Background: an optimization exercise with open tools, aiming at small area and a short achievable clock period. Do not read the settings as production practice. Where RTL was checked, it was by simulation tests only, not by an equivalence proof against the original. No activity file was given, so power comes from the tool's default toggle rates.

==> inputs of run A <==
==> flow/design.v <==
package cam_pkg;
  localparam int unsigned CAM_DATA_WIDTH = 32;
  localparam int unsigned CAM_DEPTH_LOG2 = 5;
  localparam int unsigned DEPTH          = 2 ** CAM_DEPTH_LOG2;
  typedef logic [CAM_DEPTH_LOG2-1:0] cam_idx_t;
  typedef logic [CAM_DATA_WIDTH-1:0] cam_data_t;
  typedef logic [DEPTH-1:0]          cam_vec_t;
  typedef logic [CAM_DEPTH_LOG2:0]   cam_cnt_t;
  function automatic int unsigned cam_depth(input int unsigned depth_log2);
    cam_depth = 32'd1 << depth_log2;
  endfunction
endpackage
module cam_prio_enc #(
  parameter int unsigned DEPTH_LOG2 = 5
) (
  input  logic [(2**DEPTH_LOG2)-1:0] match,
  output logic                       hit,
  output logic [DEPTH_LOG2-1:0]      index,
  output logic                       multi
);
  localparam int unsigned ENTRIES = 2 ** DEPTH_LOG2;
  always_comb begin
    hit   = 1'b0;
    index = '0;
    multi = 1'b0;
    for (int unsigned i = 0; i < ENTRIES; i++) begin
      if (match[i]) begin
        if (hit) begin
          multi = 1'b1;
        end else begin
          hit   = 1'b1;
          index = DEPTH_LOG2'(i);
        end
      end
    end
  end
endmodule
module cam_masked_mc
#(
  parameter int unsigned DATA_WIDTH = 32,
  parameter int unsigned DEPTH_LOG2 = 5
) (
  input  logic                  clk,
  input  logic                  reset_n,
  input  logic                  read_i,
  input  logic [DEPTH_LOG2-1:0] read_index_i,
  input  logic                  write_i,
  input  logic [DEPTH_LOG2-1:0] write_index_i,
  input  logic [DATA_WIDTH-1:0] write_data_i,
  input  logic                  invalidate_i,
  input  logic [DEPTH_LOG2-1:0] invalidate_index_i,
  input  logic                  flush_i,
  input  logic                  search_i,
  input  logic [DATA_WIDTH-1:0] search_data_i,
  input  logic [DATA_WIDTH-1:0] search_mask_i,
  output logic                  read_valid_o,
  output logic [DATA_WIDTH-1:0] read_value_o,
  output logic                  read_hit_o,
  output logic                  search_valid_o,
  output logic                  search_hit_o,
  output logic [DEPTH_LOG2-1:0] search_index_o,
  output logic                  search_multi_o,
  output logic [DEPTH_LOG2:0]   occupancy_o
);
  localparam int unsigned ENTRIES = cam_pkg::cam_depth(DEPTH_LOG2);
  logic [DATA_WIDTH-1:0] mem [ENTRIES];
  logic [ENTRIES-1:0]    valid;
  logic [ENTRIES-1:0]    match_c;
  logic [ENTRIES-1:0]    s1_match;
  logic                  s1_valid;
  logic                  enc_hit;
  logic [DEPTH_LOG2-1:0] enc_index;
  logic                  enc_multi;
  always_ff @(posedge clk) begin
    if (write_i) mem[write_index_i] <= write_data_i;
  end
  always_ff @(posedge clk or negedge reset_n) begin
    if (!reset_n) begin
      valid <= '0;
    end else if (flush_i) begin
      valid <= '0;
    end else begin
      if (write_i)      valid[write_index_i]      <= 1'b1;
      if (invalidate_i) valid[invalidate_index_i] <= 1'b0;
    end
  end
  always_ff @(posedge clk or negedge reset_n) begin
    if (!reset_n) begin
      read_valid_o <= 1'b0;
      read_value_o <= '0;
      read_hit_o   <= 1'b0;
    end else begin
      read_valid_o <= read_i;
      if (read_i) begin
        read_value_o <= mem[read_index_i];
        read_hit_o   <= valid[read_index_i];
      end
    end
  end
  always_comb begin
    match_c = '0;
    for (int unsigned i = 0; i < ENTRIES; i++) begin
      match_c[i] = valid[i] & (((mem[i] ^ search_data_i) & search_mask_i) == '0);
    end
  end
  always_ff @(posedge clk or negedge reset_n) begin
    if (!reset_n) begin
      s1_valid <= 1'b0;
      s1_match <= '0;
    end else begin
      s1_valid <= search_i;
      if (search_i) s1_match <= match_c;
    end
  end
  cam_prio_enc #(
    .DEPTH_LOG2(DEPTH_LOG2)
  ) u_prio_enc (
    .match(s1_match),
    .hit  (enc_hit),
    .index(enc_index),
    .multi(enc_multi)
  );
  always_ff @(posedge clk or negedge reset_n) begin
    if (!reset_n) begin
      search_valid_o <= 1'b0;
      search_hit_o   <= 1'b0;
      search_index_o <= '0;
      search_multi_o <= 1'b0;
    end else begin
      search_valid_o <= s1_valid;
      if (s1_valid) begin
        search_hit_o   <= enc_hit;
        search_index_o <= enc_index;
        search_multi_o <= enc_multi;
      end
    end
  end
  logic wr_adds, inv_removes;
  logic [DEPTH_LOG2:0] occ_inc, occ_dec;
  assign wr_adds     = write_i & ~valid[write_index_i] &
                       ~(invalidate_i & (invalidate_index_i == write_index_i));
  assign inv_removes = invalidate_i & valid[invalidate_index_i];
  assign occ_inc     = occupancy_o + 1'b1;
  assign occ_dec     = occupancy_o - 1'b1;
  always_ff @(posedge clk or negedge reset_n) begin
    if (!reset_n) begin
      occupancy_o <= '0;
    end else if (flush_i) begin
      occupancy_o <= '0;
    end else if (wr_adds != inv_removes) begin
      occupancy_o <= wr_adds ? occ_inc : occ_dec;
    end
  end
endmodule
==> flow/run.sh <==
#!/bin/bash
# synth_recipe.tcl (not shown) runs the flow's synth.tcl, then flattens the netlist and writes it again
# the make line also repeats each setting of config.mk as NAME=value (left out here)
make -C /OpenROAD-flow-scripts/flow DESIGN_CONFIG=/design/flow/config.mk WORK_HOME=/design/flow/orfs CLKGATE_MAP_FILE= SYNTH_SCRIPT=/design/flow/synth_recipe.tcl finish
==> flow/config.mk <==
export PLATFORM = sky130hd
export DESIGN_NAME = cam_masked_mc
export DESIGN_NICKNAME = cam_masked_mc
export VERILOG_FILES = /design/flow/design.v
export SDC_FILE = /design/flow/constraint.sdc
export NUM_CORES = 4
export LEC_CHECK = 0
export CAP_MARGIN = 30
export CORE_MARGIN = 2
export CORE_UTILIZATION = 35
export SETUP_SLACK_MARGIN = 4.7
export SLEW_MARGIN = 30
export TNS_END_PERCENT = 30
==> flow/constraint.sdc <==
create_clock -name core_clock -period 7.5 [get_ports {clk}]
set_input_delay 1.5000 -clock core_clock [delete_from_list [all_inputs] [get_ports {clk}]]
set_output_delay 1.5000 -clock core_clock [all_outputs]
set_load 0.01 [all_outputs]
==> inputs of run G, as changes to run A <==
--- a/flow/design.v
+++ b/flow/design.v
@@ -67,3 +67,2 @@
   logic [ENTRIES-1:0]    valid;
-  logic [ENTRIES-1:0]    match_c;
   logic [ENTRIES-1:0]    s1_match;
@@ -99,6 +98,11 @@
   end
+  localparam int unsigned HALF = DATA_WIDTH / 2;
+  logic [ENTRIES-1:0] match_lo_c, match_hi_c;
+  logic [ENTRIES-1:0] s1_lo, s1_hi;
   always_comb begin
-    match_c = '0;
     for (int unsigned i = 0; i < ENTRIES; i++) begin
-      match_c[i] = valid[i] & (((mem[i] ^ search_data_i) & search_mask_i) == '0);
+      match_lo_c[i] = valid[i] & (((mem[i][HALF-1:0] ^ search_data_i[HALF-1:0]) &
+                        search_mask_i[HALF-1:0]) == '0);
+      match_hi_c[i] = (((mem[i][DATA_WIDTH-1:HALF] ^ search_data_i[DATA_WIDTH-1:HALF]) &
+                        search_mask_i[DATA_WIDTH-1:HALF]) == '0);
     end
@@ -106,10 +110,10 @@
   always_ff @(posedge clk or negedge reset_n) begin
-    if (!reset_n) begin
-      s1_valid <= 1'b0;
-      s1_match <= '0;
-    end else begin
-      s1_valid <= search_i;
-      if (search_i) s1_match <= match_c;
-    end
+    if (!reset_n) s1_valid <= 1'b0;
+    else          s1_valid <= search_i;
   end
+  always_ff @(posedge clk) begin
+    s1_lo  <= match_lo_c;
+    s1_hi  <= match_hi_c;
+  end
+  assign s1_match = s1_lo & s1_hi;
   cam_prio_enc #(
@@ -142,4 +146,2 @@
   assign inv_removes = invalidate_i & valid[invalidate_index_i];
-  assign occ_inc     = occupancy_o + 1'b1;
-  assign occ_dec     = occupancy_o - 1'b1;
   always_ff @(posedge clk or negedge reset_n) begin
@@ -147,6 +149,16 @@
       occupancy_o <= '0;
+      occ_inc     <= (DEPTH_LOG2+1)'(1);
+      occ_dec     <= '1;
     end else if (flush_i) begin
       occupancy_o <= '0;
-    end else if (wr_adds != inv_removes) begin
-      occupancy_o <= wr_adds ? occ_inc : occ_dec;
+      occ_inc     <= (DEPTH_LOG2+1)'(1);
+      occ_dec     <= '1;
+    end else if (wr_adds & ~inv_removes) begin
+      occupancy_o <= occ_inc;
+      occ_inc     <= occ_inc + 1'b1;
+      occ_dec     <= occupancy_o;
+    end else if (inv_removes & ~wr_adds) begin
+      occupancy_o <= occ_dec;
+      occ_inc     <= occupancy_o;
+      occ_dec     <= occ_dec - 1'b1;
     end
==> flow/flow/run.sh (new file) <==
#!/bin/bash
# The standard layout, with clock tree synthesis told not to add dummy load
# cells for balancing (the other CTS arguments are the standard ones).
set -euo pipefail
bash standard.sh finish \
  "CTS_ARGS=-sink_clustering_enable -repair_clock_nets -dont_use_dummy_load -buf_list sky130_fd_sc_hd__clkbuf_8" \
  > log_standard_finish.txt 2>&1
==> flow/standard.sh (new file) <==
#!/bin/bash
# synth_recipe.tcl (not shown) runs the flow's synth.tcl, then flattens the netlist and writes it again
# the make line also repeats each setting of config.mk as NAME=value (left out here)
make -C /OpenROAD-flow-scripts/flow DESIGN_CONFIG=/design/flow/config.mk WORK_HOME=/design/flow/orfs CLKGATE_MAP_FILE= SYNTH_SCRIPT=/design/flow/synth_recipe.tcl "${@:-finish}"
--- a/flow/config.mk
+++ b/flow/config.mk
@@ -10,4 +10,5 @@
 export CORE_UTILIZATION = 35
+export CTS_BUF_LIST = sky130_fd_sc_hd__clkbuf_8
 export SETUP_SLACK_MARGIN = 4.7
 export SLEW_MARGIN = 30
-export TNS_END_PERCENT = 30
+export TNS_END_PERCENT = 5
removed: flow/run.sh
==> inputs of run E, as changes to run A <==
--- a/flow/design.v
+++ b/flow/design.v
@@ -73,4 +73,15 @@
   logic                  enc_multi;
+  logic [ENTRIES-1:0]    wr_sel;
+  logic [ENTRIES-1:0]    inv_sel;
+  logic [ENTRIES-1:0]    rd_sel;
+  always_comb begin
+    for (int unsigned i = 0; i < ENTRIES; i++) begin
+      wr_sel[i]  = write_i      & (write_index_i      == DEPTH_LOG2'(i));
+      inv_sel[i] = invalidate_i & (invalidate_index_i == DEPTH_LOG2'(i));
+      rd_sel[i]  = (read_index_i == DEPTH_LOG2'(i));
+    end
+  end
   always_ff @(posedge clk) begin
-    if (write_i) mem[write_index_i] <= write_data_i;
+    for (int unsigned i = 0; i < ENTRIES; i++)
+      if (wr_sel[i]) mem[i] <= write_data_i;
   end
@@ -82,5 +93,26 @@
     end else begin
-      if (write_i)      valid[write_index_i]      <= 1'b1;
-      if (invalidate_i) valid[invalidate_index_i] <= 1'b0;
+      valid <= (valid | wr_sel) & ~inv_sel;
     end
+  end
+  logic wr_adds, inv_removes;
+  logic [DEPTH_LOG2:0] occ_inc, occ_dec;
+  assign wr_adds     = write_i & ~valid[write_index_i] &
+                       ~(invalidate_i & (invalidate_index_i == write_index_i));
+  assign inv_removes = invalidate_i & valid[invalidate_index_i];
+  assign occ_inc     = occupancy_o + 1'b1;
+  assign occ_dec     = occupancy_o - 1'b1;
+  always_ff @(posedge clk or negedge reset_n) begin
+    if (!reset_n) begin
+      occupancy_o <= '0;
+    end else if (flush_i) begin
+      occupancy_o <= '0;
+    end else if (wr_adds != inv_removes) begin
+      occupancy_o <= wr_adds ? occ_inc : occ_dec;
+    end
+  end
+  logic [DATA_WIDTH-1:0] rd_data;
+  always_comb begin
+    rd_data = '0;
+    for (int unsigned i = 0; i < ENTRIES; i++)
+      rd_data = rd_data | (mem[i] & {DATA_WIDTH{rd_sel[i]}});
   end
@@ -94,4 +126,4 @@
       if (read_i) begin
-        read_value_o <= mem[read_index_i];
-        read_hit_o   <= valid[read_index_i];
+        read_value_o <= rd_data;
+        read_hit_o   <= |(valid & rd_sel);
       end
@@ -99,6 +131,11 @@
   end
+  logic [DATA_WIDTH-1:0] miss_if1, miss_if0;
+  assign miss_if1 = search_mask_i & ~search_data_i;
+  assign miss_if0 = search_mask_i &  search_data_i;
   always_comb begin
-    match_c = '0;
     for (int unsigned i = 0; i < ENTRIES; i++) begin
-      match_c[i] = valid[i] & (((mem[i] ^ search_data_i) & search_mask_i) == '0);
+      logic [DATA_WIDTH-1:0] miss;
+      for (int unsigned j = 0; j < DATA_WIDTH; j++)
+        miss[j] = mem[i][j] ? miss_if1[j] : miss_if0[j];
+      match_c[i] = valid[i] & ~|miss;
     end
@@ -106,9 +143,7 @@
   always_ff @(posedge clk or negedge reset_n) begin
-    if (!reset_n) begin
-      s1_valid <= 1'b0;
-      s1_match <= '0;
-    end else begin
-      s1_valid <= search_i;
-      if (search_i) s1_match <= match_c;
-    end
+    if (!reset_n) s1_valid <= 1'b0;
+    else          s1_valid <= search_i;
+  end
+  always_ff @(posedge clk) begin
+    s1_match <= match_c;
   end
@@ -137,18 +172,2 @@
   end
-  logic wr_adds, inv_removes;
-  logic [DEPTH_LOG2:0] occ_inc, occ_dec;
-  assign wr_adds     = write_i & ~valid[write_index_i] &
-                       ~(invalidate_i & (invalidate_index_i == write_index_i));
-  assign inv_removes = invalidate_i & valid[invalidate_index_i];
-  assign occ_inc     = occupancy_o + 1'b1;
-  assign occ_dec     = occupancy_o - 1'b1;
-  always_ff @(posedge clk or negedge reset_n) begin
-    if (!reset_n) begin
-      occupancy_o <= '0;
-    end else if (flush_i) begin
-      occupancy_o <= '0;
-    end else if (wr_adds != inv_removes) begin
-      occupancy_o <= wr_adds ? occ_inc : occ_dec;
-    end
-  end
 endmodule
--- a/flow/config.mk
+++ b/flow/config.mk
@@ -7,7 +7,6 @@
 export LEC_CHECK = 0
-export CAP_MARGIN = 30
+export CAP_MARGIN = 20
 export CORE_MARGIN = 2
-export CORE_UTILIZATION = 35
-export SETUP_SLACK_MARGIN = 4.7
-export SLEW_MARGIN = 30
-export TNS_END_PERCENT = 30
+export CORE_UTILIZATION = 30
+export SETUP_SLACK_MARGIN = 4.5
+export SLEW_MARGIN = 20
==> inputs of run K, as changes to run A <==
--- a/flow/design.v
+++ b/flow/design.v
@@ -67,3 +67,2 @@
   logic [ENTRIES-1:0]    valid;
-  logic [ENTRIES-1:0]    match_c;
   logic [ENTRIES-1:0]    s1_match;
@@ -99,6 +98,12 @@
   end
+  localparam int unsigned GROUPS = 4;
+  localparam int unsigned GW     = DATA_WIDTH / GROUPS;
+  logic [GROUPS-1:0] grp_c [ENTRIES];
+  logic [GROUPS-1:0] s1_grp [ENTRIES];
   always_comb begin
-    match_c = '0;
     for (int unsigned i = 0; i < ENTRIES; i++) begin
-      match_c[i] = valid[i] & (((mem[i] ^ search_data_i) & search_mask_i) == '0);
+      for (int unsigned g = 0; g < GROUPS; g++)
+        grp_c[i][g] = (((mem[i][g*GW +: GW] ^ search_data_i[g*GW +: GW]) &
+                        search_mask_i[g*GW +: GW]) == '0);
+      grp_c[i][0] = grp_c[i][0] & valid[i];
     end
@@ -106,9 +111,12 @@
   always_ff @(posedge clk or negedge reset_n) begin
-    if (!reset_n) begin
-      s1_valid <= 1'b0;
-      s1_match <= '0;
-    end else begin
-      s1_valid <= search_i;
-      if (search_i) s1_match <= match_c;
-    end
+    if (!reset_n) s1_valid <= 1'b0;
+    else          s1_valid <= search_i;
+  end
+  always_ff @(posedge clk) begin
+    for (int unsigned i = 0; i < ENTRIES; i++)
+      s1_grp[i] <= grp_c[i];
+  end
+  always_comb begin
+    for (int unsigned i = 0; i < ENTRIES; i++)
+      s1_match[i] = &s1_grp[i];
   end
@@ -142,4 +150,2 @@
   assign inv_removes = invalidate_i & valid[invalidate_index_i];
-  assign occ_inc     = occupancy_o + 1'b1;
-  assign occ_dec     = occupancy_o - 1'b1;
   always_ff @(posedge clk or negedge reset_n) begin
@@ -147,6 +153,16 @@
       occupancy_o <= '0;
+      occ_inc     <= (DEPTH_LOG2+1)'(1);
+      occ_dec     <= '1;
     end else if (flush_i) begin
       occupancy_o <= '0;
-    end else if (wr_adds != inv_removes) begin
-      occupancy_o <= wr_adds ? occ_inc : occ_dec;
+      occ_inc     <= (DEPTH_LOG2+1)'(1);
+      occ_dec     <= '1;
+    end else if (wr_adds & ~inv_removes) begin
+      occupancy_o <= occ_inc;
+      occ_inc     <= occ_inc + 1'b1;
+      occ_dec     <= occupancy_o;
+    end else if (inv_removes & ~wr_adds) begin
+      occupancy_o <= occ_dec;
+      occ_inc     <= occupancy_o;
+      occ_dec     <= occ_dec - 1'b1;
     end
--- a/flow/config.mk
+++ b/flow/config.mk
@@ -9,5 +9,5 @@
 export CORE_MARGIN = 2
-export CORE_UTILIZATION = 35
+export CORE_UTILIZATION = 45
 export SETUP_SLACK_MARGIN = 4.7
 export SLEW_MARGIN = 30
-export TNS_END_PERCENT = 30
+export TNS_END_PERCENT = 5
==> run summary <==
Design area: run E > run A > run K > run G. Against run G, the die area of run A is smaller by about 1.8%. Run K ran to the end with no violations. Run G finished with timing, DRC and antenna clean. Run A completed with no timing, DRC or antenna violations. Run E finished with max-capacitance violations, max-slew violations left. Of run K and run G, run G has the higher via count (gap 1.1%, measured against run G). Sequential power, lowest first: run A, run E, run G, run K. Clock-buffer cell count, lowest first: run A, run E, run G, run K. Critical path depth: run A > run K > run E > run G. Setup slack, lowest first: run E, run A, run G, run K. Core utilization, highest first: run K, run A, run E, run G. Maximum frequency, highest first: run K, run G, run A, run E.
Function not checked in run E: the RTL went through the layout flow alone.

==> re-timing with driven ports <==
Ports are ideal in the flow. The routed layouts listed here were re-timed in OpenROAD.
Step 1: set_driving_cell puts a clkbuf_16 on clk and a buf_2 on each other input, an assumption about the parent block.
Step 2, shift: input delay + t, output delay - t, t = (earliest + latest rising clock arrival at the registers) / 2. This alone moves slack from input paths to output paths.
Slacks: ideal / step 1 / step 2; pairs: ideal / step 1.
run	t, ns	slack for setup (ns)	hold slack, ns
run A	0.874	4.160 / 4.155 / 3.281	0.526 / 0.526 / 0.526
run G	0.992	4.263 / 4.297 / 3.304	0.522 / 0.522 / 0.522
run E	0.953	3.399 / 3.399 / 2.790	0.506 / 0.506 / 0.506
run K	0.851	4.492 / 4.307 / 3.455	0.520 / 0.520 / 0.520
For run K, which loses most, drivers alone change the setup slack by -0.185 ns; drivers and shift together by -1.037 ns.
